What follows belongs to an exercise in optimizing a design on an open flow for small area, a short achievable clock period and few clock cycles per item; a production flow would make more cautious choices.
Only simulation tests tie the RTL to the original design; equivalence was not proved.
Power and IR drop assume default switching activity.

<file path="config.mk">
export PLATFORM = sky130hd
export DESIGN_NAME = attn_loader_top
export DESIGN_NICKNAME = attn_loader_top
export VERILOG_FILES = /design/flow/design.v
export SDC_FILE = /design/flow/constraint.sdc
export NUM_CORES = 4
export LEC_CHECK = 0
export CAP_MARGIN = 20
export CORE_MARGIN = 2
export CORE_UTILIZATION = 60
export CTS_CLUSTER_DIAMETER = 150
export CTS_CLUSTER_SIZE = 25
export PLACE_DENSITY = 0.7
export SETUP_SLACK_MARGIN = 2.8
export SLEW_MARGIN = 20
export TNS_END_PERCENT = 10
</file>
<file path="constraint.sdc">
create_clock -name core_clock -period 5.0 [get_ports {clk}]
set_input_delay 1.0000 -clock core_clock [delete_from_list [all_inputs] [get_ports {clk}]]
set_output_delay 1.0000 -clock core_clock [all_outputs]
set_load 0.01 [all_outputs]
</file>
<file path="design.v">
`timescale 1ns/1ps
package seg_pkg;
    typedef enum logic [3:0] {
        seg_i,
        seg_w_q, seg_bias_q, seg_m_q, seg_e_q,
        seg_w_k, seg_bias_k, seg_m_k, seg_e_k,
        seg_w_v, seg_bias_v, seg_m_v, seg_e_v,
        seg_m_c,
        seg_e_c
    } seg_t;
    typedef logic [7-1:0] seg_addr_t;
    function automatic logic [3:0] word_seg(input logic [7-1:0] a);
        logic [4:0] o;
        o = 5'(a - 7'((2 * 2 * (2 / 2))));    
        if (a < 7'((2 * 2 * (2 / 2)))) word_seg = seg_pkg::seg_i;
        else if (o < 5'd4)  word_seg = seg_pkg::seg_w_q;
        else if (o < 5'd6)  word_seg = seg_pkg::seg_bias_q;
        else if (o < 5'd8)  word_seg = seg_pkg::seg_m_q;
        else if (o < 5'd10) word_seg = seg_pkg::seg_e_q;
        else if (o < 5'd14) word_seg = seg_pkg::seg_w_k;
        else if (o < 5'd16) word_seg = seg_pkg::seg_bias_k;
        else if (o < 5'd18) word_seg = seg_pkg::seg_m_k;
        else if (o < 5'd20) word_seg = seg_pkg::seg_e_k;
        else if (o < 5'd24) word_seg = seg_pkg::seg_w_v;
        else if (o < 5'd26) word_seg = seg_pkg::seg_bias_v;
        else if (o < 5'd28) word_seg = seg_pkg::seg_m_v;
        else if (o < 5'd30) word_seg = seg_pkg::seg_e_v;
        else if (o < 5'd31) word_seg = seg_pkg::seg_m_c;
        else                word_seg = seg_pkg::seg_e_c;
    endfunction
    function automatic logic word_last(input logic [7-1:0] a);
        logic [4:0] o;
        o = 5'(a - 7'((2 * 2 * (2 / 2))));
        if (a < 7'((2 * 2 * (2 / 2)))) word_last = a == 7'((2 * 2 * (2 / 2)) - 1);
        else case (o)
            5'd3, 5'd5, 5'd7, 5'd9, 5'd13, 5'd15, 5'd17, 5'd19,
            5'd23, 5'd25, 5'd27, 5'd29, 5'd30, 5'd31: word_last = 1'b1;
            default: word_last = 1'b0;
        endcase
    endfunction
endpackage
`timescale 1ns/1ps
package host_pkg;
    typedef enum logic {
        reg_ctrl   = 1'b0,
        reg_status = 1'b1
    } host_reg_t;
    typedef logic [3-1:0] head_cnt_t;
    localparam int HOST_SEL_BIT    = 8 - 1;    
    localparam int CTRL_START_BIT  = 0;
    localparam int CTRL_COUNT_LSB  = 1;
    localparam int CTRL_COUNT_MSB  = CTRL_COUNT_LSB + 3 - 1;
    localparam int STATUS_BUSY_BIT = 0;
    localparam int STATUS_DONE_BIT = 1;
endpackage
`timescale 1ns/1ps
module tensor_store (
    input  logic                    clk,
    input  logic                    rst,
    input  logic                    we,
    input  logic                    load,        
    input  logic [7-1:0] waddr,
    input  logic [32-1:0]      wdata,
    output logic                    ph,
    output logic                    wr_busy,     
    input  logic [((2 * 2 * (2 / 2)) + 2 * (3 * (2 * 2 + 3 * 2) + 2))/2-1:0] rd_pair,    
    output logic [32-1:0]      rd_data
);
    localparam int DEPTH = ((2 * 2 * (2 / 2)) + 2 * (3 * (2 * 2 + 3 * 2) + 2));
    localparam int PAIRS = DEPTH / 2;
    localparam int PAIR_W = 7 - 1;
    logic [32-1:0] s0 [PAIRS];
    logic [32-1:0] s1 [PAIRS];
    logic               w_pend;
    logic               w_b;
    logic [PAIR_W-1:0]  w_pair;
    logic [32-1:0] w_data;
    logic               w_now;
    assign w_now   = w_pend && (w_b ^ ph);    
    assign wr_busy = w_pend;
    always_ff @(posedge clk) begin
        if (rst) begin
            ph     <= 1'b0;
            w_pend <= 1'b0;
        end else begin
            ph <= !ph;
            if (we) begin
                w_pend <= waddr < 7'(DEPTH);
            end else if (w_now) begin
                w_pend <= 1'b0;
            end
        end
    end
    always_ff @(posedge clk) begin
        if (load) begin
            w_b    <= waddr[0];
            w_pair <= waddr[7-1:1];
            w_data <= wdata;
        end
    end
    for (genvar k = 0; k < PAIRS; k++) begin : g_pair
        always_ff @(posedge clk) begin
            s1[k] <= s0[k];
            if (w_now && w_pair == PAIR_W'(k)) begin
                s0[k] <= w_data;
            end else begin
                s0[k] <= s1[k];
            end
        end
    end
    always_comb begin
        for (int b = 0; b < 32; b++) begin
            logic [PAIRS-1:0] hit;
            for (int k = 0; k < PAIRS; k++) begin
                hit[k] = rd_pair[k] && s1[k][b];
            end
            rd_data[b] = |hit;
        end
    end
endmodule
`timescale 1ns/1ps
module wb_host_regs (
    input  logic                      clk,
    input  logic                      rst,
    input  logic                      wb_cyc,
    input  logic                      wb_stb,
    input  logic                      wb_we,
    input  logic [8-1:0] wb_adr,
    input  logic [32-1:0]        wb_dat_w,
    output logic [32-1:0]        wb_dat_r,
    output logic                      wb_ack,
    output logic                      st_we,
    output logic [7-1:0]   st_waddr,
    output logic [32-1:0]        st_wdata,
    output logic                      start,
    output host_pkg::head_cnt_t       head_count,
    input  logic                      busy,
    input  logic                      done
);
    logic      req;
    logic      reg_sel;
    logic      reg_idx;
    logic      ctrl_wr;
    host_pkg::head_cnt_t wr_count;
    assign req     = wb_cyc && wb_stb && !wb_ack;    
    assign reg_sel = wb_adr[host_pkg::HOST_SEL_BIT];
    assign reg_idx = wb_adr[0];
    assign ctrl_wr = req && wb_we && reg_sel && reg_idx == host_pkg::reg_ctrl;
    assign wr_count = wb_dat_w[host_pkg::CTRL_COUNT_MSB:host_pkg::CTRL_COUNT_LSB];
    assign st_we    = req && wb_we && !reg_sel;
    assign st_waddr = wb_adr[7-1:0];
    assign st_wdata = wb_dat_w;
    assign start = ctrl_wr && wb_dat_w[host_pkg::CTRL_START_BIT] && !busy &&
                   wr_count != '0 && wr_count <= host_pkg::head_cnt_t'(2);
    always_ff @(posedge clk) begin
        if (rst) begin
            wb_ack     <= 1'b0;
            head_count <= '0;
        end else begin
            wb_ack <= req;
            if (ctrl_wr) begin
                head_count <= wr_count;
            end
        end
    end
    always_ff @(posedge clk) begin
        wb_dat_r <= '0;
        if (reg_sel && reg_idx == host_pkg::reg_status) begin
            wb_dat_r[host_pkg::STATUS_BUSY_BIT] <= busy;
            wb_dat_r[host_pkg::STATUS_DONE_BIT] <= done;
        end else if (reg_sel) begin
            wb_dat_r[host_pkg::CTRL_COUNT_MSB:host_pkg::CTRL_COUNT_LSB] <= head_count;
        end
    end
endmodule
`timescale 1ns/1ps
module segment_sequencer (
    input  logic                    clk,
    input  logic                    rst,
    input  logic                    start,
    input  logic [3-1:0]  head_count,
    input  logic                    ph,
    input  logic                    wr_busy,
    input  logic                    room,         
    input  logic                    finish,       
    output logic                    ld,           
    output logic [7-1:0] rd_addr,
    output logic [((2 * 2 * (2 / 2)) + 2 * (3 * (2 * 2 + 3 * 2) + 2))/2-1:0] rd_pair,
    output logic                    rd_final,
    output logic                    busy,
    output logic                    done
);
    localparam int PAIRS = ((2 * 2 * (2 / 2)) + 2 * (3 * (2 * 2 + 3 * 2) + 2)) / 2;
    localparam seg_pkg::seg_addr_t LAST_ONE = (2 * 2 * (2 / 2)) + (3 * (2 * 2 + 3 * 2) + 2) - 1;
    localparam seg_pkg::seg_addr_t LAST_TWO = (2 * 2 * (2 / 2)) + 2 * (3 * (2 * 2 + 3 * 2) + 2) - 1;
    logic two;         
    logic all_read;    
    logic want;
    logic pair_step;
    assign rd_final = rd_addr == (two ? LAST_TWO : LAST_ONE);
    assign want     = busy ? !all_read : start;
    assign ld       = want && room && (rd_addr[0] ^ ph) && !wr_busy;
    assign pair_step = busy && !all_read && room && rd_addr[0] && !ph && !wr_busy;
    always_ff @(posedge clk) begin
        if (rst) begin
            busy     <= 1'b0;
            done     <= 1'b0;
            all_read <= 1'b0;
            rd_addr  <= '0;
            rd_pair  <= PAIRS'(1);
        end else begin
            if (start) begin
                busy <= 1'b1;
                done <= 1'b0;
            end
            if (ld) begin
                all_read <= rd_final;
                rd_addr  <= rd_addr + 1'b1;
            end
            if (pair_step) begin
                rd_pair <= {rd_pair[PAIRS-2:0], 1'b0};
            end
            if (finish) begin
                busy     <= 1'b0;
                done     <= 1'b1;
                all_read <= 1'b0;
                rd_addr  <= '0;
                rd_pair  <= PAIRS'(1);
            end
        end
    end
    always_ff @(posedge clk) begin
        if (start) begin
            two <= head_count == 3'd2;
        end
    end
endmodule
`timescale 1ns/1ps
module stream_reader (
    input  logic                    clk,
    input  logic                    rst,
    input  logic                    ld,
    input  logic [7-1:0] rd_addr,
    input  logic                    rd_final,
    input  logic [32-1:0]      rd_data,
    output logic                    room,
    output logic                    finish,
    output logic                    m_valid,
    output logic [32-1:0]      m_data,
    output logic                    m_last,
    output seg_pkg::seg_t           m_seg,
    input  logic                    ready
);
    logic out_final;
    assign room   = !m_valid || ready;
    assign finish = m_valid && ready && out_final;
    always_ff @(posedge clk) begin
        if (rst) begin
            m_valid <= 1'b0;
        end else if (room) begin
            m_valid <= ld;
        end
    end
    always_ff @(posedge clk) begin
        if (room) begin
            m_data    <= rd_data;
            m_last    <= seg_pkg::word_last(rd_addr);
            m_seg     <= seg_pkg::seg_t'(seg_pkg::word_seg(rd_addr));
            out_final <= rd_final;
        end
    end
endmodule
`timescale 1ns/1ps
module attn_loader_top (
    input  logic                      clk,
    input  logic                      rst,
    input  logic                      wb_cyc,
    input  logic                      wb_stb,
    input  logic                      wb_we,
    input  logic [8-1:0] wb_adr,
    input  logic [32-1:0]        wb_dat_w,
    output logic [32-1:0]        wb_dat_r,
    output logic                      wb_ack,
    output logic                      m_valid,
    output logic [32-1:0]        m_data,
    output logic                      m_last,
    output logic [3:0]                m_seg,
    input  logic                      ready
);
    logic                    st_we;
    logic [7-1:0] st_waddr;
    logic [32-1:0]      st_wdata;
    logic [7-1:0] rd_addr;
    logic [((2 * 2 * (2 / 2)) + 2 * (3 * (2 * 2 + 3 * 2) + 2))/2-1:0] rd_pair;
    logic [32-1:0]      rd_data;
    logic                    rd_final;
    logic                    ph;
    logic                    wr_busy;
    logic      start;
    host_pkg::head_cnt_t head_count;
    logic      busy;
    logic      done;
    logic      ld;
    logic      room;
    logic      finish;
    wb_host_regs u_host (
        .clk        (clk),
        .rst        (rst),
        .wb_cyc     (wb_cyc),
        .wb_stb     (wb_stb),
        .wb_we      (wb_we),
        .wb_adr     (wb_adr),
        .wb_dat_w   (wb_dat_w),
        .wb_dat_r   (wb_dat_r),
        .wb_ack     (wb_ack),
        .st_we      (st_we),
        .st_waddr   (st_waddr),
        .st_wdata   (st_wdata),
        .start      (start),
        .head_count (head_count),
        .busy       (busy),
        .done       (done)
    );
    tensor_store u_store (
        .clk     (clk),
        .rst     (rst),
        .we      (st_we),
        .load    (!wb_ack),
        .waddr   (st_waddr),
        .wdata   (st_wdata),
        .ph      (ph),
        .wr_busy (wr_busy),
        .rd_pair (rd_pair),
        .rd_data (rd_data)
    );
    segment_sequencer u_seq (
        .clk        (clk),
        .rst        (rst),
        .start      (start),
        .head_count (st_wdata[host_pkg::CTRL_COUNT_MSB:host_pkg::CTRL_COUNT_LSB]),
        .ph         (ph),
        .wr_busy    (wr_busy),
        .room       (room),
        .finish     (finish),
        .ld         (ld),
        .rd_addr    (rd_addr),
        .rd_pair    (rd_pair),
        .rd_final   (rd_final),
        .busy       (busy),
        .done       (done)
    );
    stream_reader u_reader (
        .clk      (clk),
        .rst      (rst),
        .ld       (ld),
        .rd_addr  (rd_addr),
        .rd_final (rd_final),
        .rd_data  (rd_data),
        .room     (room),
        .finish   (finish),
        .m_valid  (m_valid),
        .m_data   (m_data),
        .m_last   (m_last),
        .m_seg    (m_seg),
        .ready    (ready)
    );
endmodule
</file>
<file path="run.sh">
#!/bin/bash
# synth_recipe.tcl (not shown) runs the flow's synth.tcl, then flattens the netlist and writes it again
# the make line also repeats each setting of config.mk as NAME=value (left out here)
make -C /OpenROAD-flow-scripts/flow DESIGN_CONFIG=/design/flow/config.mk WORK_HOME=/design/flow/orfs CLKGATE_MAP_FILE= SYNTH_SCRIPT=/design/flow/synth_recipe.tcl finish
</file>
==> run summary, run 1 <==
run status no timing/DRC/antenna violations; growth of design area from synthesis to finish 9.649%; area of the multi-input gates 0.01940 mm^2; most used standard cell by instance count after synthesis sky130_fd_sc_hd__dfxtp_1; most instantiated flip-flop cell in the synthesis netlist sky130_fd_sc_hd__dfxtp_1; drt first pass iters 6; Critical Path AT 2.95 ns; sequential cell area in the final layout 0.04709 mm^2; met3 track utilization from global routing 0.03971; wire length reported by the detailed router 192.5 mm; # H-tree levels 3; Cell Area, Synth 0.06758 mm^2; Worst Tran Pin Value 1.152 ns; fraction of post-synthesis cell area in the top cell type by area 0.6609; die boundary height 339.6 um; worst hold-check path type reg2reg; initial cell density of the core 0.6032; synth top area cells sky130_fd_sc_hd__dfxtp_1 66%, sky130_fd_sc_hd__mux2_2 18%, sky130_fd_sc_hd__a22oi_1 4.6%, sky130_fd_sc_hd__edfxtp_1 3.5%, sky130_fd_sc_hd__clkbuf_1 1.3%; final worst-path setup slack 2.477 ns; top post-synthesis cells by count 2231 x sky130_fd_sc_hd__dfxtp_1, 1088 x sky130_fd_sc_hd__mux2_2, 416 x sky130_fd_sc_hd__a22oi_1, 232 x sky130_fd_sc_hd__clkbuf_1, 132 x sky130_fd_sc_hd__nand4_1; unrepaired setup endpoints after global routing yes; fraction of the yosys area taken by sequential cells 0.6955; critical path peak fanout 13; met2 Usage GRT 0.5202; grt met1 use 0.4575; final hold violation count 0; number of register bits inferred by synthesis 2309; TritonCTS clock tree built; Slew HR 0.2321; CP Launch Type register; number of clock buffers inserted by TritonCTS 102; Yosys warnings 6; post-placement cell count 6080; largest area contributor in the netlist sky130_fd_sc_hd__dfxtp_1; dpl ws 1.482 ns; Via density 6.089; initial antenna violation count 1; Worst Path Required 5.43 ns; fin. max-slew vios 0; total clock sinks 2309; Clock Tree Buf Depth 3; clock latency on the worst-skew pair 0.74 ns; via count of the first global-routing pass 37125; final net count 4810; largest net degree at the start of global routing 40; final setup violation count 0; quantity of hold-fixing buffers added after cts 0; master cell of the clock root buffer sky130_fd_sc_hd__clkbuf_16; number of placement rows 123; layer with the highest usage met2; part of the cycle the worst path needs 0.5046; vias after detailed routing 38317; total power density per cell area 383.8 mW/mm^2; max frequency 0.3964 GHz; share of synthesized flip-flops with an asynchronous set or reset 0; setup TNS 0 ns; Post-Synthesis Cells 4723; last weighted congestion value of the routability-driven placer 0.8068; Clock transition at path regs 0.10 ns; static leakage power 29.77 nW; first-pass GRT wire length 270.5 mm; mean instance size in the synthesized netlist 14.31 um^2; die outline width 339.6 um; DR DRC count 0; count of cell types in the netlist 46; num ports 117; EDFF count, synth 78; post-layout minimum cycle time 2.523 ns; DRC violation total after the first TritonRoute iteration 4118; core region area 0.1120 mm^2; count of port buffers added during placement 88; Worst Path Class, Setup reg2reg; sort of element at the end of the critical path register; max_cap viols 0; residual overflow from global routing 0; Max rail drop VDD 0.3670 mV; filler instances 8236; combined global-route utilization of all metal layers 0.3234; clock tree skew after final layout 0.02868 ns; final core utilization 0.6614; Routed Antenna Nets 0; share of layout cells above drive strength 1 0.3130; post-detail-place hpwl 109.4 mm; Cell Count, Final, Fillers Out 6293; Die ar. 0.1153 mm^2; detail-routed net length per standard cell 30.60 um
[layer usage]
layer / vias up / share of wire
met5: - / 0
met4: 0 / 0.035
met3: 320 / 0.060
met2: 1406 / 0.46
met1: 19756 / 0.44
li1: 16835 / -
[registers in the layout (all words and copies together) (netlist names)]
signal,cells
u_reader.m_data,32
u_store.s0,1088
u_host.head_count,3
u_host.wb_dat_r,4
u_store.s1,1088
u_seq.busy,1
u_reader.m_valid,1
u_reader.m_seg,4
u_store.w_b,1
u_seq.all_read,1
u_reader.m_last,1
u_store.w_pend,1
u_store.w_data,32
u_seq.rd_pair,34
u_reader.out_final,1
u_host.wb_ack,1
u_store.ph,1
u_seq.two,1
u_store.w_pair,6
u_seq.rd_addr,7
u_seq.done,1
[final timing paths]
path                      startpoint                  end  slack [ns]  depth (start not counted)
setup reg to reg    u_seq.rd_pair[3]  u_reader.m_data[19]        2.48                          5
setup / recovery    u_seq.rd_pair[3]  u_reader.m_data[19]        2.48                          5
hold / removal    u_store.s0[13][29]   u_store.s1[13][29]        0.32                          0
hold reg to reg   u_store.s0[13][29]   u_store.s1[13][29]        0.32                          0
[stage by stage]
step,hold WS (ns),area (um^2),power [mW]
detailed placement,0.3121,70200,19.37
CTS,0.3210,73480,28.50
floorplan,0.3096,67720,19.23
global route,0.3197,74100,29.20
finish,0.3212,74100,28.44
global placement,0.3096,70070,19.36
[power breakdown]
group | switching, mW | total (mW) | internal, mW
clock | 5.54 | 9.46 | 3.92
sequential | 0.127 | 18.7 | 18.6
combinational | 0.174 | 0.295 | 0.121
total | 5.84 | 28.4 | 22.6
[critical path, stage by stage (launching register included)]
cell and delay [ns]:
sky130_fd_sc_hd__dfxtp_2 0.55, sky130_fd_sc_hd__buf_4 0.33, sky130_fd_sc_hd__a221oi_1 0.49, sky130_fd_sc_hd__nand4_1 0.24
sky130_fd_sc_hd__nor3_1 0.36, sky130_fd_sc_hd__nand4_1 0.22
[placed cells by master (no fill, tap or decap), types with 8 or more instances in the layout]
cell type and n:
sky130_fd_sc_hd__inv_1 8, sky130_fd_sc_hd__nand4_1 132, sky130_fd_sc_hd__buf_12 26, sky130_fd_sc_hd__dfxtp_4 13, sky130_fd_sc_hd__a21oi_1 8, sky130_fd_sc_hd__a22oi_1 416
sky130_fd_sc_hd__nand2_1 14, sky130_fd_sc_hd__conb_1 28, sky130_fd_sc_hd__buf_6 17, sky130_fd_sc_hd__nor3_1 31, sky130_fd_sc_hd__clkbuf_1 27, sky130_fd_sc_hd__mux2i_1 38
sky130_fd_sc_hd__buf_8 13, sky130_fd_sc_hd__a22o_1 64, sky130_fd_sc_hd__clkdlybuf4s50_1 38, sky130_fd_sc_hd__mux2_2 1088, sky130_fd_sc_hd__buf_4 133, sky130_fd_sc_hd__dfxtp_2 25
sky130_fd_sc_hd__dlygate4sd2_1 34, sky130_fd_sc_hd__a221oi_1 63, sky130_fd_sc_hd__nor2_1 52, sky130_fd_sc_hd__edfxtp_1 78, sky130_fd_sc_hd__dfxtp_1 2193, sky130_fd_sc_hd__nor2_4 25
sky130_fd_sc_hd__clkbuf_2 8, sky130_fd_sc_hd__o21ai_0 10, sky130_fd_sc_hd__clkbuf_16 109
[cell families after synthesis]
family	Yosys count	share of synthesized area
other	1	0.00005549
buffers and inverters	388	0.02499
XOR/XNOR	6	0.0007777
multiplexers	1127	0.1871
flip-flops	2309	0.6955
AND/OR/NAND/NOR	310	0.02486
adder cells (fa/ha/maj)	5	0.0009257
AO/OA/AOI/OAI	577	0.06578
[what timing repair did]
item | in CTS | in global routing
gates resized for setup | 61 | 85
buffers inserted | 38 | 24
pin swaps | 13 | 14
cloned | 2 | 3
endpoints found under the setup margin | 1195 | 1175
[area by class of cell]
class	instances	area share
Sequential cell	2309	0.6354
Clock buffer	134	0.03750
Antenna cell	1	0.00003377
Tap cell	1500	0.02533
Inverter	9	0.0004559
Timing Repair Buffer	283	0.03888
Clock inverter	3	0.0006585
Multi-Input combinational cell	2054	0.2617
Testbench counts, summed over its fixed seeds: cycles 7,582, words 7,328.
==> run 2: changes to the inputs <==
--- a/design.v
+++ b/design.v
@@ -261,11 +261,19 @@
             m_valid <= ld;
         end
     end
+    always_ff @(posedge clk or posedge rst) begin
+        if (rst) begin
+            m_data <= '0;
+            m_last <= 1'b0;
+            m_seg  <= seg_pkg::seg_i;
+        end else if (room) begin
+            m_data <= rd_data;
+            m_last <= seg_pkg::word_last(rd_addr);
+            m_seg  <= seg_pkg::seg_t'(seg_pkg::word_seg(rd_addr));
+        end
+    end
     always_ff @(posedge clk) begin
         if (room) begin
-            m_data    <= rd_data;
-            m_last    <= seg_pkg::word_last(rd_addr);
-            m_seg     <= seg_pkg::seg_t'(seg_pkg::word_seg(rd_addr));
             out_final <= rd_final;
         end
     end
--- a/config.mk
+++ b/config.mk
@@ -13,4 +13,3 @@
 export PLACE_DENSITY = 0.7
 export SETUP_SLACK_MARGIN = 2.8
 export SLEW_MARGIN = 20
-export TNS_END_PERCENT = 10
==> run 2 against run 1 <==
Against the previous run: global-route usage up 1.7 points; final cell count up 2.5%; synthesized cell count up 2.4%; total power up 0.26%; die area about the same; register-to-register slack better by 0.29 ns; fmax up 6.9%; flip-flop and latch count unchanged; critical path depth down 4; largest power group unchanged.
==> run summary, run 2 <==
number of register bits inferred by synthesis 2309 (unchanged); critical path's largest stage delay 0.48 ns (-0.07 ns); commonest cells after routing, fill and taps aside 2192 x sky130_fd_sc_hd__dfxtp_1, 1087 x sky130_fd_sc_hd__mux2_2, 415 x sky130_fd_sc_hd__a22oi_1; share of synthesized flip-flops with an asynchronous set or reset 0.01602 (+0.01602); post-layout minimum cycle time 2.360 ns (-0.1626 ns); Slew HR 0.2287 (-0.003361); largest area contributor in the netlist sky130_fd_sc_hd__dfxtp_1; fraction of the yosys area taken by sequential cells 0.6926 (-0.002958); part of the cycle the worst path needs 0.4720 (-0.03252); critical path peak fanout 2 (-11); core region area 0.1122 mm^2 (+0.14%); unrepaired setup endpoints after global routing yes; vias after detailed routing 40044 (+4.5%); most instantiated flip-flop cell in the synthesis netlist sky130_fd_sc_hd__dfxtp_1; post-detail-place hpwl 112.3 mm (+2.7%); Via density 6.208 (+2.0%); max_cap viols 0 (unchanged); initial antenna violation count 2 (+1); Critical Path AT 1.36 ns (-1.59 ns); filler instances 8078 (-1.9%); final hold violation count 0 (unchanged); first-pass GRT wire length 283.4 mm (+4.8%); family with the most delay on the worst path flip-flops; most common cell after layout, fill and taps aside sky130_fd_sc_hd__dfxtp_1; growth of design area from synthesis to finish 10.57%; sequential cell area in the final layout 0.04690 mm^2 (-0.39%); Max rail drop VDD 0.3614 mV (-1.5%); static leakage power 30.07 nW (+1.0%); clock tree skew after final layout 0.03275 ns (+0.004077 ns); sort of element at the end of the critical path output pin; residual overflow from global routing 0 (unchanged); fin. max-slew vios 0 (unchanged); final setup violation count 0 (unchanged); DR DRC count 0 (unchanged); number of clock buffers inserted by TritonCTS 102 (unchanged); count of port buffers added during placement 88 (unchanged); biggest regs u_store.s0 x1088, u_store.s1 x1088, u_seq.rd_pair x34; CP Cell Sequence buf_6; wire length reported by the detailed router 202.5 mm (+5.2%); clock latency on the worst-skew pair 0.74 ns (about the same); TritonCTS clock tree built; Worst Tran Pin Value 1.157 ns (+0.005042 ns); fraction of post-synthesis cell area in the top cell type by area 0.6607 (about the same); Yosys warnings 6 (unchanged); num ports 117 (unchanged); PnR Total Power 28.52 mW (+0.26%); max frequency 0.4237 GHz (+6.9%); most used standard cell by instance count after synthesis sky130_fd_sc_hd__dfxtp_1; number of placement rows 123 (unchanged); via count of the first global-routing pass 38587 (+3.9%); Worst Path Class, Setup reg2out; die boundary height 339.7 um (about the same); mean instance size in the synthesized netlist 13.97 um^2 (-2.3%); largest net degree at the start of global routing 44 (+10%); Worst Path Required 4.00 ns (-1.43 ns); CP Launch Type register; EDFF count, synth 41 (-47%); final net count 4947 (+2.8%); run status no timing/DRC/antenna violations; count of cell types in the netlist 49 (+6.5%); Clock Tree Buf Depth 3 (unchanged); Cell Area, Synth 0.06760 mm^2 (about the same); share of layout cells above drive strength 1 0.3234 (+0.01034); # H-tree levels 3 (unchanged); cell type of the slowest stage on the worst timing path sky130_fd_sc_hd__dfrtp_2; detail-routed net length per standard cell 31.40 um (+2.6%); area of the multi-input gates 0.01990 mm^2 (+2.6%); Worst Path Buf+Inv 1 (unchanged); total power density per cell area 381.5 mW/mm^2 (-0.60%); Post-Synthesis Cells 4838 (+2.4%); initial cell density of the core 0.6026 (-0.0006379); total clock sinks 2309 (unchanged); DRC violation total after the first TritonRoute iteration 4356 (+5.8%); synth top area cells sky130_fd_sc_hd__dfxtp_1 66%, sky130_fd_sc_hd__mux2_2 18%, sky130_fd_sc_hd__a22oi_1 4.6%, sky130_fd_sc_hd__edfxtp_1 1.8%, sky130_fd_sc_hd__clkbuf_1 1.5%; Routed Antenna Nets 0 (unchanged); combined global-route utilization of all metal layers 0.3404 (+0.01699); last weighted congestion value of the routability-driven placer 0.8213 (+1.8%); Clock transition at path regs 0.10 ns (about the same); setup TNS 0 ns (unchanged); worst hold-check path type reg2reg; top post-synthesis cells by count 2231 x sky130_fd_sc_hd__dfxtp_1, 1087 x sky130_fd_sc_hd__mux2_2, 416 x sky130_fd_sc_hd__a22oi_1, 265 x sky130_fd_sc_hd__clkbuf_1, 104 x sky130_fd_sc_hd__a21oi_1; Die ar. 0.1154 mm^2 (about the same); master cell of the clock root buffer sky130_fd_sc_hd__clkbuf_16; drt first pass iters 6 (unchanged); die outline width 339.7 um (about the same)
-- run 2: changes by cell type after synthesis, sizes merged, moves of 33 or more --
cell	change
edfxtp	-37
nor4	+33
mux2i	-34
clkbuf	+33
a21oi	+95
nand2	+71
dfrtp	+37
a221oi	-33
-- run 2: per-layer routing --
metal	global-route usage	up-vias	wire (um)
met2	0.5361	1813	91660
met5	0	-	13
met3	0.04822	434	15350
met4	0.1296	2	9048
met1	0.4784	20566	86430
li1	-	17229	-
-- run 2: kinds of logic after synthesis --
| kind of cell | Yosys count | share of synthesized area |
|---|---|---|
| buffers and inverters | 399 | 0.02536 |
| multiplexers | 1092 | 0.1818 |
| adder cells (fa/ha/maj) | 6 | 0.001110 |
| AO/OA/AOI/OAI | 636 | 0.06887 |
| flip-flops | 2309 | 0.6926 |
| AND/OR/NAND/NOR | 384 | 0.02880 |
| XOR/XNOR | 11 | 0.001425 |
| other | 1 | 0.00005547 |
-- run 2: per-stage QoR --
stage | worst slack [ns] | hold slack, ns | instance area, um^2 | utilization | std cells
finish | 2.640 | 0.3103 | 74750 | 0.6662 | 6450
global route | 2.607 | 0.3146 | 74740 | 0.6662 | 6448
CTS | 2.611 | 0.3124 | 74110 | 0.6605 | 6420
detailed placement | 1.606 | 0.3121 | 70250 | 0.6261 | 6185
global placement | 1.740 | 0.3096 | 70200 | 0.6257 | 6182
floorplan | 2.660 | 0.3096 | 67850 | - | 4865
-- run 2: where the power goes --
group          internal (mW)  switching, mW
logic                  0.122          0.227
registers               18.5          0.106
clock network           3.95           5.58
total                   22.6           5.92
-- run 2: what timing repair did --
| item | in CTS | in global routing |
|---|---|---|
| setup buffers | 72 | 15 |
| setup endpoints to repair | 1135 | 443 |
| hold endpoints to repair | 0 | 0 |
| resized for setup | 260 | 68 |
| pin swaps | 26 | 8 |
| gates cloned | 6 | 4 |
| hold buffers | 0 | 0 |
-- run 2: final timing paths --
kind                                     startpoint                   to  cells after the start  slack [ns]
worst max-delay path            u_reader.m_data[12]           m_data[12]                      1        2.64
worst min-delay path              u_store.s0[25][0]    u_store.s1[25][0]                      0        0.31
worst max register to register          u_store.w_b    u_store.s0[33][5]                      7        2.77
worst min register to register    u_store.s0[25][0]    u_store.s1[25][0]                      0        0.31
max in group asynchronous                       rst  u_reader.m_data[12]                      3        3.01
min in group asynchronous                       rst    u_reader.m_seg[3]                      3        1.30
-- run 2: layout make-up --
cell class,instances,share of cell area
clock inverters,4,0.0006696
repair buffers,310,0.04208
clock buffers,153,0.03785
multi-input cells,2163,0.2662
inverters,9,0.0005189
flip-flops and latches,2309,0.6275
well taps,1500,0.02511
diodes,2,0.00006696
Testbench counts of run 2, summed over its fixed seeds: cycles 7,582, words 7,328.
==> run 3: changes to the inputs <==
--- a/config.mk
+++ b/config.mk
@@ -13,3 +13,4 @@
 export PLACE_DENSITY = 0.7
 export SETUP_SLACK_MARGIN = 2.8
 export SLEW_MARGIN = 20
+export TNS_END_PERCENT = 10
==> run 3 against run 2 <==
Against the previous run: total power fell by 0.15%; cell area fell by 0.57%; still clean on timing, DRC and antenna; critical endpoint is now u_reader.m_data[28]; combinational power fell by 3%; largest cell class unchanged; sequential power barely moved; wire length fell by 1.6%; core utilization fell by 0.38 points.
==> run summary, run 3 <==
TritonCTS clock tree built; setup TNS 0 ns (unchanged); Routed Antenna Nets 0 (unchanged); die boundary height 339.7 um (unchanged); number of placement rows 123 (unchanged); static leakage power 29.95 nW (-0.40%); final setup violation count 0 (unchanged); commonest cells after routing, fill and taps aside 2192 x sky130_fd_sc_hd__dfxtp_1, 1068 x sky130_fd_sc_hd__mux2_2, 416 x sky130_fd_sc_hd__a22oi_1; final hold violation count 0 (unchanged); first-pass GRT wire length 279.6 mm (-1.3%); met3 track utilization from global routing 0.04805 (-0.0001680); initial antenna violation count 4 (+2); CP Cell Sequence buf_4 -> a22o_1 -> a221oi_1 -> nand3_1 -> nor4_1 -> a21oi_1; via count of the first global-routing pass 38073 (-1.3%); max_cap viols 0 (unchanged); largest area contributor in the netlist sky130_fd_sc_hd__dfxtp_1; Via density 6.170 (-0.62%); post-detail-place hpwl 112.5 mm (+0.15%); most used standard cell by instance count after synthesis sky130_fd_sc_hd__dfxtp_1; cell type of the slowest stage on the worst timing path sky130_fd_sc_hd__dfxtp_2; vias after detailed routing 39734 (-0.77%); wire length reported by the detailed router 199.3 mm (-1.6%); most common cell after layout, fill and taps aside sky130_fd_sc_hd__dfxtp_1; Max rail drop VDD 0.3610 mV (-0.12%); met2 Usage GRT 0.5317 (-0.004422); final net count 4940 (-0.14%); share of layout cells above drive strength 1 0.3112 (-0.01217); top post-synthesis cells by count 2231 x sky130_fd_sc_hd__dfxtp_1, 1087 x sky130_fd_sc_hd__mux2_2, 416 x sky130_fd_sc_hd__a22oi_1, 265 x sky130_fd_sc_hd__clkbuf_1, 104 x sky130_fd_sc_hd__a21oi_1; grt met1 use 0.4690 (-0.009391); clock latency on the worst-skew pair 0.75 ns (about the same); count of port buffers added during placement 88 (unchanged); Clock Tree Buf Depth 3 (unchanged); last weighted congestion value of the routability-driven placer 0.8294 (+0.99%); quantity of hold-fixing buffers added after cts 0 (unchanged); Worst Path Class, Setup reg2reg; unrepaired setup endpoints after global routing yes; combined global-route utilization of all metal layers 0.3353 (-0.005120); Post-Synthesis Cells 4838 (unchanged); final core utilization 0.6625 (-0.003792); Slew HR 0.2267 (-0.002081); residual overflow from global routing 0 (unchanged); Worst Path Required 5.61 ns (+1.61 ns); fin. max-slew vios 0 (unchanged); drt first pass iters 8 (+2); Die ar. 0.1154 mm^2 (unchanged); Critical Path AT 3.05 ns (+1.69 ns); number of register bits inferred by synthesis 2309 (unchanged); growth of design area from synthesis to finish 9.937%; synth top area cells sky130_fd_sc_hd__dfxtp_1 66%, sky130_fd_sc_hd__mux2_2 18%, sky130_fd_sc_hd__a22oi_1 4.6%, sky130_fd_sc_hd__edfxtp_1 1.8%, sky130_fd_sc_hd__clkbuf_1 1.5%; Worst Tran Pin Value 1.160 ns (+0.003121 ns); number of clock buffers inserted by TritonCTS 102 (unchanged); master cell of the clock root buffer sky130_fd_sc_hd__clkbuf_16; EDFF count, synth 41 (unchanged); detail-routed net length per standard cell 30.95 um (-1.4%); mean instance size in the synthesized netlist 13.97 um^2 (unchanged); Worst Path Buf+Inv 1 (unchanged); layer with the highest usage met2; worst hold-check path type reg2reg; share of synthesized flip-flops with an asynchronous set or reset 0.01602 (unchanged); critical path peak fanout 22 (+20); fraction of post-synthesis cell area in the top cell type by area 0.6607 (unchanged); core region area 0.1122 mm^2 (unchanged); clock tree skew after final layout 0.04602 ns (+0.01326 ns); sort of element at the end of the critical path register; critical path's largest stage delay 0.52 ns (+0.04 ns); Yosys warnings 6 (unchanged); initial cell density of the core 0.6026 (unchanged); family with the most delay on the worst path compound AO/OA/AOI/OAI gates; fraction of the yosys area taken by sequential cells 0.6926 (unchanged); Clock transition at path regs 0.10 ns (about the same); total power density per cell area 383.1 mW/mm^2 (+0.42%); count of cell types in the netlist 49 (unchanged); largest net degree at the start of global routing 44 (unchanged); CP Launch Type register; part of the cycle the worst path needs 0.4892 (+0.01715); # H-tree levels 3 (unchanged); FF-to-FF setup slack 2.55 ns (-0.22 ns); max frequency 0.4088 GHz (-3.5%); DR DRC count 0 (unchanged); post-layout minimum cycle time 2.446 ns (+0.08575 ns); biggest regs u_store.s0 x1088, u_store.s1 x1088, u_seq.rd_pair x34; total clock sinks 2309 (unchanged); num ports 117 (unchanged); run status no timing/DRC/antenna violations; Cell Area, Synth 0.06760 mm^2 (unchanged); most instantiated flip-flop cell in the synthesis netlist sky130_fd_sc_hd__dfxtp_1; DRC violation total after the first TritonRoute iteration 4194 (-3.7%); die outline width 339.7 um (unchanged)
-- run 3: cell counts after synthesis --
Identical to the previous run, type by type.
-- run 3: timing repair --
action | in CTS | in global routing
setup endpoints to repair | 1186 | 974
setup buffers | 48 | 35
gates cloned | 4 | 3
pin swaps | 22 | 8
resized for setup | 53 | 139
-- run 3: final cells by class --
cell class,count,area (um^2)
diodes,1,2.502
clock buffers,150,2796
fillers,8036,37870
multi-input cells,2161,19710
clock inverters,5,51.30
flip-flops and latches,2309,46870
repair buffers,305,2972
inverters,9,38.79
well taps,1500,1877
-- run 3: kinds of logic (layout without fill, tap and decap cells) --
kind of cell / after synthesis / in the layout / synth area share
DFF: 2309 / 2309 / 0.6926
muxes: 1092 / 1092 / 0.1818
AOI/OAI and AO/OA: 636 / 636 / 0.06887
buffers and inverters: 399 / 469 / 0.02536
and+or+nand+nor: 384 / 388 / 0.02880
xor gates and xnor gates: 11 / 11 / 0.001425
adders and majority gates: 6 / 6 / 0.001110
other: 1 / 29 / 0.00005547
-- run 3: metrics by stage --
stage | instance area (um^2) | worst slack [ns] | instances | total power [mW] | hold WS [ns]
after floorplan | 67780 | 2.660 | 4865 | 19.20 | 0.3096
after global placement | 70140 | 1.597 | 6184 | 19.35 | 0.3096
after detailed placement | 70180 | 1.558 | 6186 | 19.35 | 0.3121
after CTS | 73650 | 2.321 | 6393 | 28.50 | 0.3181
after global routing | 74320 | 2.549 | 6439 | 29.19 | 0.3246
final | 74320 | 2.554 | 6440 | 28.47 | 0.3096
-- run 3: worst reg2reg max path, delay by kind of cell, from the launching register on --
| family | cells | cell delay [ns] |
|---|---|---|
| flip-flops | 1 | 0.52 |
| buffers and inverters | 1 | 0.47 |
| AND/OR/NAND/NOR | 2 | 0.49 |
| AO/OA/AOI/OAI | 3 | 0.83 |
-- run 3: power breakdown --
group / internal, mW / switching (mW)
combinational: 0.115 / 0.223
sequential: 18.5 / 0.0997
clock: 3.91 / 5.59
total: 22.6 / 5.91
-- run 3: path summary, 6_finish.rpt --
check,from,endpoint,cells after the start
setup / recovery,u_seq.rd_pair[6],u_reader.m_data[28],6
hold / removal,u_store.s0[20][22],u_store.s1[20][22],0
setup reg to reg,u_seq.rd_pair[6],u_reader.m_data[28],6
hold reg to reg,u_store.s0[20][22],u_store.s1[20][22],0
max in group asynchronous,rst,u_reader.m_data[3],3
min in group asynchronous,rst,u_reader.m_last,3
-- run 3: routing by layer --
layer | vias up | routed length (um)
met5 | - | 80
met4 | 8 | 8770
met3 | 407 | 14730
met2 | 1738 | 90830
met1 | 20381 | 84930
li1 | 17200 | -
==> run 4: changes to the inputs <==
--- a/config.mk
+++ b/config.mk
@@ -11,6 +11,5 @@
 export CTS_CLUSTER_DIAMETER = 150
 export CTS_CLUSTER_SIZE = 25
 export PLACE_DENSITY = 0.7
-export SETUP_SLACK_MARGIN = 2.8
+export SETUP_SLACK_MARGIN = 2.7
 export SLEW_MARGIN = 20
-export TNS_END_PERCENT = 10
==> run 4 against run 3 <==
Against the previous run: still clean; synthesized cell count unchanged; non-clock buffer count decreased by 3; global-route usage is 0.52 points higher; clock skew shrank 0.0099 ns; largest cell class unchanged; highest routed layer unchanged.
==> run summary, run 4 <==
static leakage power 29.95 nW (about the same); share of layout cells above drive strength 1 0.3204 (+0.009249); final net count 4939 (-0.020%); Post-Synthesis Cells 4838 (unchanged); Via density 6.176 (+0.10%); most used standard cell by instance count after synthesis sky130_fd_sc_hd__dfxtp_1; initial antenna violation count 1 (-3); clock latency on the worst-skew pair 0.74 ns (about the same); filler instances 8125 (+1.1%); Yosys warnings 6 (unchanged); total clock sinks 2309 (unchanged); max_cap viols 0 (unchanged); cell type of the slowest stage on the worst timing path sky130_fd_sc_hd__dfrtp_2; origin of the worst min-delay path u_store.s0[32][2]; last weighted congestion value of the routability-driven placer 0.8213 (-0.98%); CP Cell Sequence buf_6; FF-to-FF setup slack 2.66 ns (+0.11 ns); EDFF count, synth 41 (unchanged); hold path depth 0 (unchanged); critical path peak fanout 2 (-91%); fraction of the yosys area taken by sequential cells 0.6926 (unchanged); quantity of hold-fixing buffers added after cts 0 (unchanged); worst hold-check path type reg2reg; # H-tree levels 3 (unchanged); wire length reported by the detailed router 201.1 mm (+0.90%); unrepaired setup endpoints after global routing yes; part of the cycle the worst path needs 0.4727 (-0.01648); clock tree skew after final layout 0.03609 ns (-0.009930 ns); count of cell types in the netlist 49 (unchanged); Routed Antenna Nets 0 (unchanged); setup TNS 0 ns (unchanged); ANT cells 0 (-1); DR DRC count 0 (unchanged); post-detail-place hpwl 112.3 mm (-0.15%); largest net degree at the start of global routing 44 (unchanged); drt first pass iters 6 (-2); CP Launch Type register; Max rail drop VDD 0.3639 mV (+0.81%); fin. max-slew vios 0 (unchanged); initial cell density of the core 0.6026 (unchanged); growth of design area from synthesis to finish 9.963% (about the same); fraction of post-synthesis cell area in the top cell type by area 0.6607 (unchanged); via count of the first global-routing pass 38548 (+1.2%); family with the most delay on the worst path flip-flops; Die ar. 0.1154 mm^2 (unchanged); commonest cells after routing, fill and taps aside 2191 x sky130_fd_sc_hd__dfxtp_1, 1087 x sky130_fd_sc_hd__mux2_2, 416 x sky130_fd_sc_hd__a22oi_1; DRC violation total after the first TritonRoute iteration 4382 (+4.5%); critical path's largest stage delay 0.48 ns (-0.04 ns); vias after detailed routing 39775 (+0.10%); post-placement cell count 6185 (-0.016%); TritonCTS clock tree built; Worst Path Class, Setup reg2out; die outline width 339.7 um (unchanged); most common cell after layout, fill and taps aside sky130_fd_sc_hd__dfxtp_1; Slew HR 0.2207 (-0.005932); sort of element at the end of the critical path output pin; biggest regs u_store.s0 x1088, u_store.s1 x1088, u_seq.rd_pair x34; count of port buffers added during placement 88 (unchanged); Clock transition at path regs 0.10 ns (about the same); final core utilization 0.6626 (about the same); Clock Tree Buf Depth 3 (unchanged); total power density per cell area 383.6 mW/mm^2 (+0.12%); largest area contributor in the netlist sky130_fd_sc_hd__dfxtp_1; final hold violation count 0 (unchanged); run status no timing/DRC/antenna violations; max frequency 0.4231 GHz (+3.5%); number of register bits inferred by synthesis 2309 (unchanged); die boundary height 339.7 um (unchanged); synth top area cells sky130_fd_sc_hd__dfxtp_1 66%, sky130_fd_sc_hd__mux2_2 18%, sky130_fd_sc_hd__a22oi_1 4.6%, sky130_fd_sc_hd__edfxtp_1 1.8%, sky130_fd_sc_hd__clkbuf_1 1.5%; Worst Tran Pin Value 1.169 ns (+0.008898 ns); final setup violation count 0 (unchanged); Worst Path Buf+Inv 1 (unchanged); combined global-route utilization of all metal layers 0.3404 (+0.005189); R2R Path Start u_store.w_pair[3]; core region area 0.1122 mm^2 (unchanged); number of placement rows 123 (unchanged); master cell of the clock root buffer sky130_fd_sc_hd__clkbuf_16; num ports 117 (unchanged); mean instance size in the synthesized netlist 13.97 um^2 (unchanged); number of clock buffers inserted by TritonCTS 102 (unchanged); R2R depth 7 (+1); Critical Path AT 1.36 ns (-1.69 ns); detail-routed net length per standard cell 31.23 um (+0.90%); Worst Path Required 4.00 ns (-1.61 ns); PnR Total Power 28.51 mW (+0.15%); share of synthesized flip-flops with an asynchronous set or reset 0.01602 (unchanged); top post-synthesis cells by count 2231 x sky130_fd_sc_hd__dfxtp_1, 1087 x sky130_fd_sc_hd__mux2_2, 416 x sky130_fd_sc_hd__a22oi_1, 265 x sky130_fd_sc_hd__clkbuf_1, 104 x sky130_fd_sc_hd__a21oi_1; first-pass GRT wire length 283.5 mm (+1.4%); Crit path depth 1 (-5); Worst Hold Path EP u_store.s1[32][2]; post-layout minimum cycle time 2.364 ns (-0.08241 ns); Cell Count, Final, Fillers Out 6440 (unchanged); residual overflow from global routing 0 (unchanged); Cell Area, Synth 0.06760 mm^2 (unchanged); most instantiated flip-flop cell in the synthesis netlist sky130_fd_sc_hd__dfxtp_1; end of the worst register-to-register path u_store.s0[7][3]
==> run 4: cells by family after synthesis <==
logic type	Yosys count	synth area share
compound gates	636	0.06887
simple gates	384	0.02880
other cells	1	0.00005547
mux	1092	0.1818
buf+inv	399	0.02536
xor+xnor	11	0.001425
fa+ha+maj	6	0.001110
flops	2309	0.6926
==> run 4: metal layers <==
metal  up-vias  track usage  share of wire  wire length, um
met5         -            0       0.000065               13
met4         2       0.1283          0.043             8658
met3       423      0.04828          0.074            14950
met2      1819       0.5375           0.45            91470
met1     20344       0.4779           0.43            86030
li1      17187            -              -                -
==> run 4: cell type report <==
type / instances / area (um^2) / area share
flip-flops and latches: 2309 / 46890 / 0.6307
well taps: 1500 / 1877 / 0.02525
clock buffers: 153 / 2829 / 0.03805
inverters: 9 / 38.79 / 0.0005218
repair buffers: 302 / 2850 / 0.03834
multi-input cells: 2163 / 19810 / 0.2665
clock inverters: 4 / 50.05 / 0.0006732
==> run 4: worst max path at each step <==
stage,start,endpoint
2_1_floorplan,rst,u_seq.busy
3_3_place_gp,u_store.ph,u_store.s0[7][11]
3_5_place_dp,u_store.ph,u_store.s0[7][7]
4_1_cts,u_store.w_pair[3],u_store.s0[32][26]
5_1_grt,u_reader.m_data[12],m_data[12]
6_report,u_reader.m_data[12],m_data[12]
==> run 4: where the power goes <==
group	switching (mW)	internal, mW	leakage (nW)
logic	0.224	0.118	9.64
registers	0.104	18.5	18.9
clock network	5.59	3.95	1.39
==> run 4: what timing repair did <==
item,CTS,global route
gates cloned,6,1
endpoints found under the setup margin,1099,389
resized for setup,230,38
setup buffers,68,14
pin swaps,27,2
==> run 4: per-stage QoR <==
step / hold WS, ns / worst slack [ns] / cell area (um^2)
final: 0.3063 / 2.637 / 74340
after global routing: 0.3146 / 2.607 / 74340
after CTS: 0.3124 / 2.517 / 73980
after detailed placement: 0.3121 / 1.606 / 70250
after global placement: 0.3096 / 1.740 / 70200
after floorplan: 0.3096 / 2.660 / 67850
==> run 5: changes to the inputs <==
--- a/config.mk
+++ b/config.mk
@@ -11,5 +11,5 @@
 export CTS_CLUSTER_DIAMETER = 150
 export CTS_CLUSTER_SIZE = 25
 export PLACE_DENSITY = 0.7
-export SETUP_SLACK_MARGIN = 2.7
+export SETUP_SLACK_MARGIN = 2.9
 export SLEW_MARGIN = 20
==> run 5 against run 4 <==
Against the previous run: die area unchanged; fmax shrank 8.0%; synthesized cell count stayed put; largest power group unchanged; count of clock-buffer cells in the layout is the same; global-route usage grew 3.6 points; critical path type is now reg2reg; final cell count increased by 3.0%; first-iteration DRC count up 30%; sequential share of layout area is 5.6 points lower; via count rose by 8.9%; still clean; worst hold slack gained 0.00069 ns; combinational power increased by 27%.
==> run summary, run 5 <==
run status no timing/DRC/antenna violations; filler instances 6921 (-15%); initial cell density of the core 0.6026 (unchanged); post-layout minimum cycle time 2.570 ns (+0.2065 ns); wire length reported by the detailed router 245.0 mm (+22%); DRC violation total after the first TritonRoute iteration 5696 (+30%); cell seen most often among critical-path stages sky130_fd_sc_hd__buf_6; largest area contributor in the netlist sky130_fd_sc_hd__dfxtp_1; Max rail drop VDD 0.3875 mV (+6.5%); drt first pass iters 6 (unchanged); most common cell after layout, fill and taps aside sky130_fd_sc_hd__dfxtp_1; share of power burned in the clock network 0.337 (+0.003); Worst Path Class, Setup reg2reg; Slew HR 0.1722 (-0.04855); growth of design area from synthesis to finish 20.75%; CP Cell Sequence xor2_1 -> buf_4 -> buf_6 -> buf_6 -> nand4b_1 -> buf_8 -> buf_8 -> buf_6 -> nor2_4 -> buf_8 -> buf_6 -> buf_16 -> mux2_4; share of power burned in registers 0.648 (-0.006); post-detail-place hpwl 112.3 mm (unchanged); Worst Path Buf+Inv 9 (+8); core region area 0.1122 mm^2 (unchanged); detail-routed net length per standard cell 36.94 um (+18%); Post-Synthesis Cells 4838 (unchanged); CP Launch Type register; biggest regs u_store.s0 x1088, u_store.s1 x1088, u_seq.rd_pair x34; fraction of post-synthesis cell area in the top cell type by area 0.6607 (unchanged); fin. max-slew vios 0 (unchanged); most used standard cell by instance count after synthesis sky130_fd_sc_hd__dfxtp_1; fraction of power consumed by combinational cells 0.015 (+0.003); final hold violation count 0 (unchanged); largest net degree at the start of global routing 44 (unchanged); Cell Area, Synth 0.06760 mm^2 (unchanged); final net count 5131 (+3.9%); vias after detailed routing 43307 (+8.9%); number of clock buffers inserted by TritonCTS 102 (unchanged); switching power 6.124 mW (+3.5%); unrepaired setup endpoints after global routing yes; sort of element at the end of the critical path register; first-pass GRT wire length 309.8 mm (+9.3%); Clock transition at path regs 0.10 ns (about the same); max frequency 0.3891 GHz (-8.0%); max_cap viols 0 (unchanged); commonest cells after routing, fill and taps aside 2192 x sky130_fd_sc_hd__dfxtp_1, 733 x sky130_fd_sc_hd__mux2_4, 414 x sky130_fd_sc_hd__a22oi_1; share of layout cells above drive strength 1 0.3502 (+0.02971); die outline width 339.7 um (unchanged); last weighted congestion value of the routability-driven placer 0.8213 (unchanged); critical path peak fanout 6 (+4); Net Sw Frac 0.2129 (+0.005472); family with the most delay on the worst path buffers and inverters; clock latency on the worst-skew pair 0.78 ns (+0.04 ns); area of the multi-input gates 0.02278 mm^2 (+15%); worst hold-check path type reg2reg; num ports 117 (unchanged); Yosys warnings 6 (unchanged); critical path's largest stage delay 0.40 ns (-0.08 ns); master cell of the clock root buffer sky130_fd_sc_hd__clkbuf_16; most instantiated flip-flop cell in the synthesis netlist sky130_fd_sc_hd__dfxtp_1; # H-tree levels 3 (unchanged); combined global-route utilization of all metal layers 0.3768 (+0.03639); share of synthesized flip-flops with an asynchronous set or reset 0.01602 (unchanged); final setup violation count 0 (unchanged); Worst Tran Pin Value 1.242 ns (+0.07282 ns); fraction of the yosys area taken by sequential cells 0.6926 (unchanged); count of cell types in the netlist 49 (unchanged); number of placement rows 123 (unchanged); residual overflow from global routing 0 (unchanged); Clock Tree Buf Depth 3 (unchanged); Die ar. 0.1154 mm^2 (unchanged); setup TNS 0 ns (unchanged); Hold WS 0.3070 ns (+0.0006930 ns); number of register bits inferred by synthesis 2309 (unchanged); initial antenna violation count 2 (+1); sequential cell area in the final layout 0.04692 mm^2 (about the same); DR DRC count 0 (unchanged); Via density 6.530 (+5.7%); clock tree skew after final layout 0.04580 ns (+0.009709 ns); total power density per cell area 352.4 mW/mm^2 (-8.1%); count of port buffers added during placement 88 (unchanged); Routed Antenna Nets 0 (unchanged); internal portion of total power 22.64 mW (+0.18%); part of the cycle the worst path needs 0.5140 (+0.04130); TritonCTS clock tree built; synth top area cells sky130_fd_sc_hd__dfxtp_1 66%, sky130_fd_sc_hd__mux2_2 18%, sky130_fd_sc_hd__a22oi_1 4.6%, sky130_fd_sc_hd__edfxtp_1 1.8%, sky130_fd_sc_hd__clkbuf_1 1.5%; die boundary height 339.7 um (unchanged); total clock sinks 2309 (unchanged); Critical Path AT 3.22 ns (+1.86 ns); cell type of the slowest stage on the worst timing path sky130_fd_sc_hd__edfxtp_1; Worst Path Required 5.65 ns (+1.65 ns); ANT cells 0 (unchanged); mean instance size in the synthesized netlist 13.97 um^2 (unchanged); via count of the first global-routing pass 40549 (+5.2%); static leakage power 32.54 nW (+8.6%); top post-synthesis cells by count 2231 x sky130_fd_sc_hd__dfxtp_1, 1087 x sky130_fd_sc_hd__mux2_2, 416 x sky130_fd_sc_hd__a22oi_1, 265 x sky130_fd_sc_hd__clkbuf_1, 104 x sky130_fd_sc_hd__a21oi_1; EDFF count, synth 41 (unchanged)
## run 5: cell count changes in the layout (fill, tap and decap cells not counted), moves of 4 or more
cell,previous run,this run
sky130_fd_sc_hd__mux2_4,0,733
sky130_fd_sc_hd__mux2_2,1087,355
sky130_fd_sc_hd__buf_12,28,99
sky130_fd_sc_hd__buf_6,23,83
sky130_fd_sc_hd__buf_16,0,55
sky130_fd_sc_hd__buf_4,156,116
sky130_fd_sc_hd__clkbuf_16,107,134
sky130_fd_sc_hd__buf_8,13,35
sky130_fd_sc_hd__dfxtp_2,35,18
sky130_fd_sc_hd__dfxtp_4,5,21
sky130_fd_sc_hd__nor4_1,31,22
sky130_fd_sc_hd__nor4_2,1,8
sky130_fd_sc_hd__buf_2,35,31
## run 5: repair_timing
action | in CTS | in global routing
pin swaps | 38 | 35
cloned | 44 | 34
setup buffers | 143 | 56
setup endpoints to repair | 1205 | 1165
hold buffers | 0 | 0
gates resized for setup | 645 | 689
## run 5: kinds of logic after synthesis
| group | synth area share |
|---|---|
| XOR/XNOR | 0.001425 |
| flip-flops | 0.6926 |
| other | 0.00005547 |
| AND/OR/NAND/NOR | 0.02880 |
| AO/OA/AOI/OAI | 0.06887 |
| buffers and inverters | 0.02536 |
| adder cells (fa/ha/maj) | 0.001110 |
| multiplexers | 0.1818 |
## run 5: power groups by stage
stage / combinational, mW / sequential [mW] / clock [mW]
final: 0.436 / 18.6 / 9.70
after CTS: 0.312 / 18.7 / 9.57
after floorplan: 0.197 / 19.0 / 0
after global routing: 0.450 / 18.6 / 10.3
after detailed placement: 0.266 / 19.1 / 0
after global placement: 0.251 / 19.1 / 0
## run 5: path summary, 6_finish.rpt
kind / start / to / slack (ns) / cells after the start
worst min-delay path: u_store.s0[32][2] / u_store.s1[32][2] / 0.31 / 0
worst max-delay path: u_store.w_b / u_store.s0[29][24] / 2.43 / 13
worst min register to register: u_store.s0[32][2] / u_store.s1[32][2] / 0.31 / 0
min in group asynchronous: rst / u_reader.m_seg[3] / 1.27 / 3
max in group asynchronous: rst / u_reader.m_data[12] / 3.01 / 3
worst max register to register: u_store.w_b / u_store.s0[29][24] / 2.43 / 13
## run 5: cell type report
cell class | instances | share of cell area
Clock buffer | 153 | 0.03466
Multi-Input combinational cell | 2165 | 0.2791
Sequential cell | 2309 | 0.5748
Tap cell | 1500 | 0.02299
Clock inverter | 4 | 0.0006131
Timing Repair Buffer | 492 | 0.08738
Inverter | 9 | 0.0004752
## run 5: stage by stage
stage | area, um^2 | power, mW | util | setup WS [ns] | instances
after CTS | 77280 | 28.55 | 0.6889 | 2.608 | 6529
after global placement | 70200 | 19.35 | 0.6257 | 1.740 | 6182
final | 81630 | 28.76 | 0.7276 | 2.430 | 6632
after global routing | 81630 | 29.41 | 0.7276 | 2.403 | 6632
after floorplan | 67850 | 19.20 | - | 2.660 | 4865
after detailed placement | 70250 | 19.36 | 0.6261 | 1.606 | 6185
## run 5: layer usage
| metal | vias up | share of wire | routed length [um] | global-route usage |
|---|---|---|---|---|
| met5 | - | 0.000073 | 18 | 0 |
| met4 | 2 | 0.075 | 18400 | 0.1865 |
| met3 | 890 | 0.12 | 28790 | 0.08216 |
| met2 | 2919 | 0.42 | 103200 | 0.5701 |
| met1 | 21924 | 0.39 | 94550 | 0.5138 |
| li1 | 17572 | - | - | - |
==> run 6: changes to the inputs <==
--- a/config.mk
+++ b/config.mk
@@ -9,7 +9,7 @@
 export CORE_MARGIN = 2
 export CORE_UTILIZATION = 60
 export CTS_CLUSTER_DIAMETER = 150
-export CTS_CLUSTER_SIZE = 25
+export CTS_CLUSTER_SIZE = 28
 export PLACE_DENSITY = 0.7
-export SETUP_SLACK_MARGIN = 2.9
+export SETUP_SLACK_MARGIN = 2.8
 export SLEW_MARGIN = 20
==> run 6 against run 5 <==
Against the previous run: still clean on timing, DRC and antenna; die area stayed put; flip-flop and latch count stayed put; final cell count is 2.8% lower; critical path depth is 12 lower; via count is 7.9% lower; combinational power is 18% lower; worst hold slack better by 0.0097 ns; first-iteration DRC count is 18% lower; total power is 2.6% lower; clock skew is 0.014 ns lower; critical path type is now reg2out; largest power group unchanged.
==> run summary, run 6 <==
vias after detailed routing 39878 (-7.9%); quantity of hold-fixing buffers added after cts 0 (unchanged); CP Cell Sequence buf_6; Via density 6.187 (-5.2%); sort of element at the end of the critical path output pin; Slew HR 0.2247 (+0.05253); DR DRC count 0 (unchanged); origin of the worst min-delay path u_store.s0[24][18]; Worst Hold Path EP u_store.s1[24][18]; FF-to-FF setup slack 2.78 ns (+0.35 ns); Post-Synthesis Cells 4838 (unchanged); Routed Antenna Nets 0 (unchanged); top post-synthesis cells by count 2231 x sky130_fd_sc_hd__dfxtp_1, 1087 x sky130_fd_sc_hd__mux2_2, 416 x sky130_fd_sc_hd__a22oi_1, 265 x sky130_fd_sc_hd__clkbuf_1, 104 x sky130_fd_sc_hd__a21oi_1; Cell Count, Final, Fillers Out 6445 (-2.8%); die outline width 339.7 um (unchanged); number of placement rows 123 (unchanged); synth top area cells sky130_fd_sc_hd__dfxtp_1 66%, sky130_fd_sc_hd__mux2_2 18%, sky130_fd_sc_hd__a22oi_1 4.6%, sky130_fd_sc_hd__edfxtp_1 1.8%, sky130_fd_sc_hd__clkbuf_1 1.5%; core region area 0.1122 mm^2 (unchanged); critical path peak fanout 2 (-4); final setup violation count 0 (unchanged); via count of the first global-routing pass 38566 (-4.9%); num ports 117 (unchanged); EDFF count, synth 41 (unchanged); Hold WS 0.3168 ns (+0.009733 ns); share of layout cells above drive strength 1 0.3241 (-0.02606); most instantiated flip-flop cell in the synthesis netlist sky130_fd_sc_hd__dfxtp_1; residual overflow from global routing 0 (unchanged); family with the most delay on the worst path flip-flops; max_cap viols 0 (unchanged); filler instances 8088 (+17%); TritonCTS clock tree built; part of the cycle the worst path needs 0.4731 (-0.04095); Cell Area, Synth 0.06760 mm^2 (unchanged); Yosys warnings 6 (unchanged); Worst Tran Pin Value 1.163 ns (-0.07880 ns); worst hold-check path type reg2reg; growth of design area from synthesis to finish 10.33%; final net count 4950 (-3.5%); Clock Tree Buf Depth 3 (unchanged); R2R Path Start u_store.w_pair[3]; hold path depth 0 (unchanged); Max rail drop VDD 0.3233 mV (-17%); wire length reported by the detailed router 203.2 mm (-17%); run status no timing/DRC/antenna violations; number of register bits inferred by synthesis 2309 (unchanged); fraction of the yosys area taken by sequential cells 0.6926 (unchanged); combined global-route utilization of all metal layers 0.3412 (-0.03561); count of cell types in the netlist 49 (unchanged); most common cell after layout, fill and taps aside sky130_fd_sc_hd__dfxtp_1; last weighted congestion value of the routability-driven placer 0.8213 (unchanged); R2R depth 6 (-7); post-placement cell count 6185 (unchanged); drt first pass iters 6 (unchanged); total power density per cell area 375.5 mW/mm^2 (+6.6%); commonest cells after routing, fill and taps aside 2192 x sky130_fd_sc_hd__dfxtp_1, 1087 x sky130_fd_sc_hd__mux2_2, 416 x sky130_fd_sc_hd__a22oi_1; Worst Path Class, Setup reg2out; static leakage power 30.03 nW (-7.7%); most used standard cell by instance count after synthesis sky130_fd_sc_hd__dfxtp_1; total clock sinks 2309 (unchanged); unrepaired setup endpoints after global routing yes; share of synthesized flip-flops with an asynchronous set or reset 0.01602 (unchanged); Critical Path AT 1.37 ns (-1.85 ns); fraction of post-synthesis cell area in the top cell type by area 0.6607 (unchanged); max frequency 0.4228 GHz (+8.7%); final hold violation count 0 (unchanged); # H-tree levels 3 (unchanged); initial cell density of the core 0.6026 (unchanged); clock tree skew after final layout 0.03187 ns (-0.01392 ns); final core utilization 0.6648 (-0.06275); post-detail-place hpwl 112.3 mm (unchanged); DRC violation total after the first TritonRoute iteration 4651 (-18%); end of the worst register-to-register path u_store.s0[6][29]; Clock transition at path regs 0.11 ns (about the same); largest area contributor in the netlist sky130_fd_sc_hd__dfxtp_1; CP Launch Type register; detail-routed net length per standard cell 31.53 um (-15%); Worst Path Buf+Inv 1 (-8); dpl ws 1.606 ns (unchanged); largest net degree at the start of global routing 44 (unchanged); setup TNS 0 ns (unchanged); final worst-path setup slack 2.635 ns (+0.2048 ns); count of port buffers added during placement 88 (unchanged); cell type of the slowest stage on the worst timing path sky130_fd_sc_hd__dfrtp_2; initial antenna violation count 3 (+1); clock latency on the worst-skew pair 0.72 ns (-0.06 ns); Worst Path Required 4.00 ns (-1.65 ns); biggest regs u_store.s0 x1088, u_store.s1 x1088, u_seq.rd_pair x34; post-layout minimum cycle time 2.365 ns (-0.2048 ns); Die ar. 0.1154 mm^2 (unchanged); mean instance size in the synthesized netlist 13.97 um^2 (unchanged); number of clock buffers inserted by TritonCTS 92 (-9.8%); die boundary height 339.7 um (unchanged); critical path's largest stage delay 0.49 ns (+0.09 ns); first-pass GRT wire length 283.9 mm (-8.3%); master cell of the clock root buffer sky130_fd_sc_hd__clkbuf_16; fin. max-slew vios 0 (unchanged)
[run 6: cell counts after synthesis]
Identical to the previous run, type by type.
[run 6: what timing repair did]
item / in CTS / in global routing
gates cloned: 7 / 4
buffers inserted: 76 / 23
pin swaps: 26 / 8
resized for setup: 265 / 69
endpoints found under the setup margin: 1133 / 600
[run 6: kinds of logic (layout without fill, tap and decap cells)]
kind of cell | count (synthesis) | in the layout | share of synthesized area
mux | 1092 | 1092 | 0.1818
fa+ha+maj | 6 | 6 | 0.001110
simple gates | 384 | 390 | 0.02880
compound gates | 636 | 636 | 0.06887
xor+xnor | 11 | 11 | 0.001425
other cells | 1 | 30 | 0.00005547
buf+inv | 399 | 471 | 0.02536
flops | 2309 | 2309 | 0.6926
[run 6: worst max-delay path by stage]
stage,start,end,slack (ns),cells after the start
after floorplan,rst,u_seq.busy,2.66,5
after global placement,u_store.ph,u_store.s0[7][11],1.74,6
after detailed placement,u_store.ph,u_store.s0[7][7],1.61,6
after CTS,u_reader.m_data[12],m_data[12],2.62,1
after global routing,u_reader.m_data[12],m_data[12],2.61,1
final,u_reader.m_data[12],m_data[12],2.63,1
[run 6: metrics by stage]
stage	power [mW]	instance area, um^2
3_3_place_gp	19.35	70200
2_1_floorplan	19.20	67850
4_1_cts	28.01	73890
5_1_grt	28.74	74590
3_5_place_dp	19.36	70250
6_report	28.01	74590
[run 6: metal layers]
metal	GRT usage	vias up	routed length, um
met5	0	-	13
met4	0.1345	2	8679
met3	0.05511	434	16680
met2	0.5353	1853	92290
met1	0.4752	20384	85550
li1	-	17205	-
[run 6: area by class of cell]
| cell class | count | area (um^2) | share of cell area |
|---|---|---|---|
| multi-input combinational | 2163 | 19880 | 0.2666 |
| inverter | 9 | 38.79 | 0.0005200 |
| clock buffer | 136 | 2489 | 0.03336 |
| timing repair buffer | 323 | 3359 | 0.04504 |
| antenna | 2 | 5.005 | 0.00006710 |
| clock inverter | 3 | 33.78 | 0.0004529 |
| tap | 1500 | 1877 | 0.02516 |
| sequential | 2309 | 46900 | 0.6288 |
[run 6: power breakdown]
group / internal, mW / switching (mW) / leakage (nW)
clock: 3.50 / 5.51 / 1.21
sequential: 18.5 / 0.107 / 18.9
combinational: 0.128 / 0.228 / 9.89
total: 22.2 / 5.85 / 30.0

-- separate check: timing with driven ports --
The flow's constraints put no driver on any port. The routed layouts listed below were extracted and timed again, unchanged, in two steps. Step 1: set_driving_cell puts a clkbuf_16 on clk and a buf_2 on each other input, an assumption about the parent block. Step 2 moves the port delays by t, midway between the first and last clock arrival at a register: inputs arrive t later, outputs are due t later. That takes back most of the time a late clock gives input paths. Three values: ideal, step 1, step 2; two values: the first two.
run | t, ns | slack for setup (ns) | clock arrival spread, ns | slew at the worst register clock pin (ns)
run 1 | 0.803 | 2.477 / 2.477 / 1.864 | 0.030 / 0.030 | 0.10 / 0.10
run 2 | 0.802 | 2.640 / 2.560 / 2.045 | 0.039 / 0.039 | 0.10 / 0.10
run 3 | 0.806 | 2.554 / 2.521 / 1.968 | 0.048 / 0.049 | 0.10 / 0.10
run 4 | 0.803 | 2.637 / 2.558 / 2.003 | 0.042 / 0.041 | 0.10 / 0.10
run 5 | 0.832 | 2.430 / 2.430 / 2.058 | 0.050 / 0.050 | 0.12 / 0.12
run 6 | 0.786 | 2.635 / 2.559 / 2.035 | 0.040 / 0.040 | 0.11 / 0.11
After both steps every run listed still meets setup and hold. For run 4, which loses most, drivers alone change the setup slack by -0.079 ns; drivers and shift together by -0.634 ns.
